This is an optimization exercise on Yosys and OpenROAD, whose aim is small area, a short achievable clock period and few clock cycles, not a production implementation. In this exercise RTL edits were held to simulation tests only and were not proved equivalent to the original. Power figures rest on the tool's default switching activity, not on a simulated workload.

==> v12: inputs <==
## mvuTop
module mvuTop (
	input  logic                           clk,
	input  logic                           rst,
	input  logic                           wWr,
	input  logic [mvuPkg::FOLD_WIDTH-1:0]  wAddr,
	input  logic [mvuPkg::WTILE_WIDTH-1:0] wData,
	input  logic [mvuPkg::FOLD_WIDTH-1:0]  foldCount,
	input  logic                           aStrobe,
	input  logic [mvuPkg::ATILE_WIDTH-1:0] aData,
	input  logic                           aPad,
	output logic                           outVld,
	output logic [mvuPkg::OUT_WIDTH-1:0]   outData,
	output logic [mvuPkg::LANE_WIDTH-1:0]  outLane,
	output logic                           hold
);
clock: 6.0 ns
lec_check: 0
cap_margin: 20
core_margin: 2
core_utilization: 40
cts_cluster_diameter: 100
cts_cluster_size: 24
setup_slack_margin: 3.4
slew_margin: 20
synth_hierarchical: 1
synth_minimum_keep_size: 0
standard.sh (not shown) runs the stock make flow with config.mk's settings and CLKGATE_MAP_FILE= SYNTH_SCRIPT=/design/flow/synth_recipe.tcl, a recipe that flattens the netlist after the stock synthesis.
==> flow/flow/run.sh <==
#!/bin/bash
# The standard layout, with plain buffers on the ports instead of the
# delay cells buffer_ports picks by default.
set -euo pipefail
export BUFFER_PORTS_ARGS="-buffer_cell sky130_fd_sc_hd__buf_2"
bash standard.sh > standard.log 2>&1
==> inputs of v2, as changes to v12 <==
==> flow/run.sh (new file) <==
#!/bin/bash
# synth_recipe.tcl (not shown) runs the flow's synth.tcl, then flattens the netlist and writes it again
# the make line also repeats each setting of config.mk as NAME=value (left out here)
make -C /OpenROAD-flow-scripts/flow DESIGN_CONFIG=/design/flow/config.mk WORK_HOME=/design/flow/orfs CLKGATE_MAP_FILE= SYNTH_SCRIPT=/design/flow/synth_recipe.tcl finish
- CTS_CLUSTER_DIAMETER: 100 -> not set
- CTS_CLUSTER_SIZE: 24 -> not set
removed: flow/flow/run.sh
removed: flow/standard.sh
==> comparison table <==
metric	v2	v12
Run status	complete, no violations	complete, no violations
NetSw	8.17 mW	7.47 mW
CP Capture Point	mvuCore_i.acc1[9]	mvuCore_i.acc2[8]
Met2 WL post-DR	79.3 mm	79.9 mm
Share of cells above drive strength 1	10.8%	11.8%
Worst Hold Slack	326 ps	318 ps
Global-route wire length before repair	242 mm	242 mm
Length of routed wiring on met1	69.3 mm	71.2 mm
Total power after layout	30.5 mW	26.7 mW
Final worst path period need	2870 ps	2910 ps
DR iter-0 viols	3051	2816
Longest individual stage delay on the worst path	500 ps	450 ps
Fraction of area in registers	57.4%	60.3%
Metal3 WL	10.4 mm	7.58 mm
Multi-input gate share of the layout cell area	28.1%	29.6%
Post-route fraction of the period consumed by the critical path	47.9%	48.5%
Drt first pass iters	6	8
Number of cells on the worst reg-to-reg path	12	10
Antenna violations before repair	25	39
Worst vdd rail ir drop	0.344 mV	0.208 mV
Setup slack on the worst flop-to-flop path	3130 ps	3090 ps
Data required, critical path	6690 ps	6590 ps
Critical Path Fanout Max	7	14
Clock Power	10.1 mW	6.33 mW
Hold-critical path endpoint	mvuCore_i.t3_1222	mvuCore_i.t0_274
Combinational Power Share	19.9%	22.7%
Testbench counts of v12, summed over its fixed seeds: cycles 9,915.
Testbench counts of v2, summed over its fixed seeds: cycles 9,915.

* * *

==> run a: inputs <==
Another version of the RTL of mvuTop (not shown whole).
export LEC_CHECK = 0
export CAP_MARGIN = 20
export CORE_MARGIN = 2
export CORE_UTILIZATION = 40
export SETUP_SLACK_MARGIN = 3.4
export SLEW_MARGIN = 20
export SYNTH_HIERARCHICAL = 1
export SYNTH_MINIMUM_KEEP_SIZE = 0
create_clock -name core_clock -period 6.0 [get_ports {clk}]
run.sh (not shown) runs the stock make flow with config.mk's settings and CLKGATE_MAP_FILE= SYNTH_SCRIPT=/design/flow/synth_recipe.tcl, a recipe that flattens the netlist after the stock synthesis.
Stock flow here: none of the scripts above is used.
==> inputs of run b, as changes to run a <==
Settings changed: CTS_CLUSTER_DIAMETER from default to 120, CTS_CLUSTER_SIZE from default to 30.
==> comparison table <==
| item | run b | run a |
|---|---|---|
| Met1 Usage GRT | 26.5% | 26.4% |
| Final wirelength | 170 mm | 171 mm |
| Antenna cell count | 12 | 14 |
| GR met3 Demand/Resource | 2.96% | 3.74% |
| Initial antenna violation count | 24 | 22 |
| Outcome | finished clean | finished clean |
| Clock network power share | 22.0% | 34.1% |
| Length of routed met2 wiring | 81.4 mm | 81.6 mm |
| Number of nets in the layout | 5297 | 5390 |
| Power per standard cell area | 341 mW/mm^2 | 384 mW/mm^2 |
| Met2 global-route usage | 31.0% | 30.8% |
| Routed vias | 37000 | 37800 |
| Layout buffering overhead excluding clock cells | 3.91% | 3.54% |
Testbench counts of run a, summed over its fixed seeds: cycles 9,915.
Testbench counts of run b, summed over its fixed seeds: cycles 9,915.

static timing again, ports no longer ideal:
The flow's constraints put no driver on any port. The routed layouts listed below were extracted and timed again, unchanged, in two steps.
Step 1 sets driving cells, clkbuf_16 on the clock port and buf_2 on the other inputs (assumed; they add their load-dependent delay and slew).
Step 2 moves the port delays by t, midway between the first and last clock arrival at a register: inputs arrive t later, outputs are due t later. That takes back most of the time a late clock gives input paths.
a / b / c = ideal ports / drivers / drivers and shift; a / b = the first two.
| run | t (ns) | setup slack, ns | clock arrival spread, ns | worst slew at a driven data input, ns | pins driven straight from the clock port |
|---|---|---|---|---|---|
| v12 | 0.788 | 3.093 / 3.093 / 2.854 | 0.040 / 0.041 | 0.19 | 1 |
| v2 | 0.872 | 3.127 / 3.127 / 2.583 | 0.037 / 0.038 | 0.20 | 1 |
| run a | 0.879 | 3.260 / 3.294 / 2.414 | 0.073 / 0.073 | 0.20 | 1 |
| run b | 0.784 | 3.224 / 3.251 / 2.491 | 0.058 / 0.058 | 0.18 | 1 |
After both steps setup and hold are still met in every run listed. For run a, which loses most, drivers alone change the setup slack by +0.034 ns; drivers and shift together by -0.846 ns.
